Background: an optimization exercise with open tools, aiming at small area, a short achievable clock period and few clock cycles per item. Do not read the settings as production practice. The RTL was checked by simulation tests, not by an equivalence proof against the original design.

== wip/xenon ==
Design iir_allpole, start of the top module:
module iir_allpole
#(
    parameter int N    = 10,
    parameter int W    = 16,
    parameter int FRAC = 14
) (
    input  logic                clock,
    input  logic                reset,
    input  logic signed [W-1:0] in_data,
    input  logic                in_valid,
    output logic                in_ready,
    input  logic [N-1:0][W-1:0] coef,
    output logic signed [W-1:0] out_data,
    output logic                out_valid,
    input  logic                out_ready,
    output logic                busy,
    output logic                ovf
);
Size in the first run: about 200 I/O pins.
Settings: LEC_CHECK=0, ABC_AREA=1, CAP_MARGIN=20, CORE_MARGIN=2, CORE_UTILIZATION=60, SLEW_MARGIN=20, SYNTH_HIERARCHICAL=1; clock period 11.0 ns.
standard.sh (not shown) runs the stock make flow with config.mk's settings and CLKGATE_MAP_FILE= SYNTH_SCRIPT=/design/flow/synth_recipe.tcl, a recipe that flattens the netlist after the stock synthesis.
==> flow/flow/run.sh <==
#!/bin/bash
# The standard layout with two changes: the port buffers are the smallest
# plain buffer (buf_1) instead of the delay buffer buffer_ports picks by
# default, and timing repair aims 5.5 ns below the clock period. make's output,
# which includes every tool's, goes to layout.log here; ORFS also keeps each
# step's log under orfs/logs.
set -euo pipefail
bash standard.sh "BUFFER_PORTS_ARGS=-buffer_cell sky130_fd_sc_hd__buf_1" SETUP_SLACK_MARGIN=5.5 finish > layout.log 2>&1
wip/xenon finished all stages; the layout is clean.
Testbench counts of wip/xenon, summed over its fixed seeds: cycles 3,192, items 3,072.
[inputs] wip/sierra vs wip/xenon
- swapping 60 for 70 in CORE_UTILIZATION
- putting SETUP_SLACK_MARGIN at 5 where nothing was set
==> flow/run.sh (new file) <==
#!/bin/bash
# synth_recipe.tcl (not shown) runs the flow's synth.tcl, then flattens the netlist and writes it again
# the make line also repeats each setting of config.mk as NAME=value (left out here)
make -C /OpenROAD-flow-scripts/flow DESIGN_CONFIG=/design/flow/config.mk WORK_HOME=/design/flow/orfs CLKGATE_MAP_FILE= SYNTH_SCRIPT=/design/flow/synth_recipe.tcl finish
removed: flow/flow/run.sh
removed: flow/standard.sh
==> comparison <==
- Every run (wip/sierra and wip/xenon) finished clean.
- wip/sierra vs. wip/xenon: TritonCTS sink count level; total number of tap cells moved down; number of filler instances in the final layout moved down; via count moved up.
- [compare] base=wip/xenon new=wip/sierra: ratio of routed vias to standard cells grew by 7.7%, final area now sits lower, number of antenna violations at the first check in global routing decreased 3.
- Re number of logic stages on the critical path including buffering: wip/xenon was higher than wip/sierra.
- Summary of wip/sierra over wip/xenon: non-clock buffer count dropped about 50%; count of buffer and inverter cells on the critical path dropped 1.
Here is what was changed in the inputs of wip/nickel compared with wip/sierra.
- clearing SETUP_SLACK_MARGIN, which used to be 5
- putting CTS_BUF_LIST at sky130_fd_sc_hd__clkbuf_4 sky130_fd_sc_hd__clkbuf_8 where nothing was set
- swapping 70 for 60 in CORE_UTILIZATION
==> flow/flow/run.sh (new file) <==
#!/bin/bash
# The standard layout with two changes: the port buffers are the smallest
# plain buffer (buf_1) instead of the delay buffer buffer_ports picks by
# default, and timing repair aims 5.7 ns below the clock period. make's output,
# which includes every tool's, goes to layout.log here; ORFS also keeps each
# step's log under orfs/logs.
set -euo pipefail
bash standard.sh "BUFFER_PORTS_ARGS=-buffer_cell sky130_fd_sc_hd__buf_1" SETUP_SLACK_MARGIN=5.7 finish > layout.log 2>&1
==> flow/standard.sh (new file) <==
#!/bin/bash
# synth_recipe.tcl (not shown) runs the flow's synth.tcl, then flattens the netlist and writes it again
# the make line also repeats each setting of config.mk as NAME=value (left out here)
make -C /OpenROAD-flow-scripts/flow DESIGN_CONFIG=/design/flow/config.mk WORK_HOME=/design/flow/orfs CLKGATE_MAP_FILE= SYNTH_SCRIPT=/design/flow/synth_recipe.tcl "${@:-finish}"
removed: flow/run.sh
### Flow results
Final critical-path share of the clock period: lower on wip/nickel. Re count of buffering cells on the critical path with inverters included: no difference whatsoever between wip/sierra and wip/nickel. For wip/sierra, the critical path capture point was pc0_q[19], unlike wip/nickel, where it was pc0_q[17]. wip/nickel against wip/sierra: total met2 wirelength after detailed routing up 9.6 mm, aggregate routed wire length up about 3.7%. Against wip/sierra, wip/nickel comes in 0.21 ns higher on worst endpoint required time.
Here is what was changed in the inputs of wip/garnet compared with wip/nickel.
- removing CTS_BUF_LIST (formerly sky130_fd_sc_hd__clkbuf_4 sky130_fd_sc_hd__clkbuf_8)
--- a/flow/flow/run.sh
+++ b/flow/flow/run.sh
@@ -4 +4 @@
-# default, and timing repair aims 5.7 ns below the clock period. make's output,
+# default, and timing repair aims 5.4 ns below the clock period. make's output,
@@ -8 +8 @@
-bash standard.sh "BUFFER_PORTS_ARGS=-buffer_cell sky130_fd_sc_hd__buf_1" SETUP_SLACK_MARGIN=5.7 finish > layout.log 2>&1
+bash standard.sh "BUFFER_PORTS_ARGS=-buffer_cell sky130_fd_sc_hd__buf_1" SETUP_SLACK_MARGIN=5.4 finish > layout.log 2>&1
Notes after the runs:
Gate count of the mapped netlist: wip/garnet vs wip/nickel identical. wip/nickel has higher clock skew after layout than wip/garnet. Post-layout minimum cycle time (wip/garnet over wip/nickel): decrease, 0.12 ns. For wip/nickel, the capturing instance or port of the critical path was pc0_q[17], unlike wip/garnet, where it was pc0_q[16]. | met3 layer usage reported by global route | wip/garnet vs wip/nickel | 0.90 points lower |. From wip/nickel to wip/garnet the numbers moved as follows: number of CTS-inserted buffers went down by 31, final worst slack rose 0.12 ns.
--- input diff wip/garnet..wip/cedar ---
--- a/flow/flow/run.sh
+++ b/flow/flow/run.sh
@@ -4 +4 @@
-# default, and timing repair aims 5.4 ns below the clock period. make's output,
+# default, and timing repair aims 5.0 ns below the clock period. make's output,
@@ -8 +8 @@
-bash standard.sh "BUFFER_PORTS_ARGS=-buffer_cell sky130_fd_sc_hd__buf_1" SETUP_SLACK_MARGIN=5.4 finish > layout.log 2>&1
+bash standard.sh "BUFFER_PORTS_ARGS=-buffer_cell sky130_fd_sc_hd__buf_1" SETUP_SLACK_MARGIN=5.0 finish > layout.log 2>&1
--- outcome ---
- wip/cedar reached the final stage; the timing, DRC and antenna checks on its layout passed.
- Going from wip/garnet to wip/cedar, non-clock buffer area fraction after layout -1.9 points; pin count of the biggest net entering global routing now smaller.
Changes in wip/zinc relative to wip/cedar:
--- a/flow/flow/run.sh
+++ b/flow/flow/run.sh
@@ -4 +4 @@
-# default, and timing repair aims 5.0 ns below the clock period. make's output,
+# default, and timing repair aims 5.7 ns below the clock period. make's output,
@@ -8 +8 @@
-bash standard.sh "BUFFER_PORTS_ARGS=-buffer_cell sky130_fd_sc_hd__buf_1" SETUP_SLACK_MARGIN=5.0 finish > layout.log 2>&1
+bash standard.sh "BUFFER_PORTS_ARGS=-buffer_cell sky130_fd_sc_hd__buf_1" SETUP_SLACK_MARGIN=5.7 finish > layout.log 2>&1
==> comparison <==
wip/cedar → wip/zinc: non-clock buffering overhead in the final layout climbed 3.8 points; non-filler instance count after layout grew by 3.5%; placeable core area ~0 delta.
From wip/cedar to wip/zinc, post-synthesis sequential area ratio did not move at all.
Worst setup slack after layout on wip/zinc is ahead of wip/cedar.
The higher number of cell instances on the worst register-to-register path came out of wip/cedar.
Compared with wip/cedar, wip/zinc shows total setup buffers inserted after CTS higher by 140.
Higher global-route usage over all layers was reported by wip/zinc, not wip/cedar.
wip/cedar → wip/zinc: non-clock buffer count +315, wire length +17 mm.
Compare wip/cedar and wip/zinc | global routing usage on met3 lower: wip/cedar

## static timing again, ports no longer ideal
In the flow no input, the clock included, has a driving cell. The finished layouts below were timed again as built, in two steps. Step 1 assumes that a clkbuf_16 drives the clock port and a buf_2 every other input. Step 2 adds t to the input delays and takes it off the output delays; t is the mean of the earliest and latest rising clock arrival at the registers after step 1. Input paths then give back, and output paths get back, about the clock's delay inside the block. a / b / c = ideal / step 1 / step 2; a / b = the first two.
run | t (ns) | slack for setup (ns) | worst hold slack (ns)
wip/xenon | 0.774 | 5.408 / 5.408 / 5.408 | 0.502 / 0.502 / 0.502
wip/sierra | 0.750 | 4.971 / 4.971 / 4.971 | 0.497 / 0.497 / 0.497
wip/nickel | 0.953 | 5.309 / 5.309 / 5.309 | 0.505 / 0.505 / 0.505
wip/garnet | 0.780 | 5.434 / 5.434 / 5.434 | 0.502 / 0.502 / 0.502
wip/cedar | 0.780 | 5.040 / 5.040 / 5.040 | 0.500 / 0.500 / 0.500
wip/zinc | 0.789 | 5.473 / 5.473 / 5.473 | 0.503 / 0.503 / 0.503
After both steps every run listed still meets setup and hold.
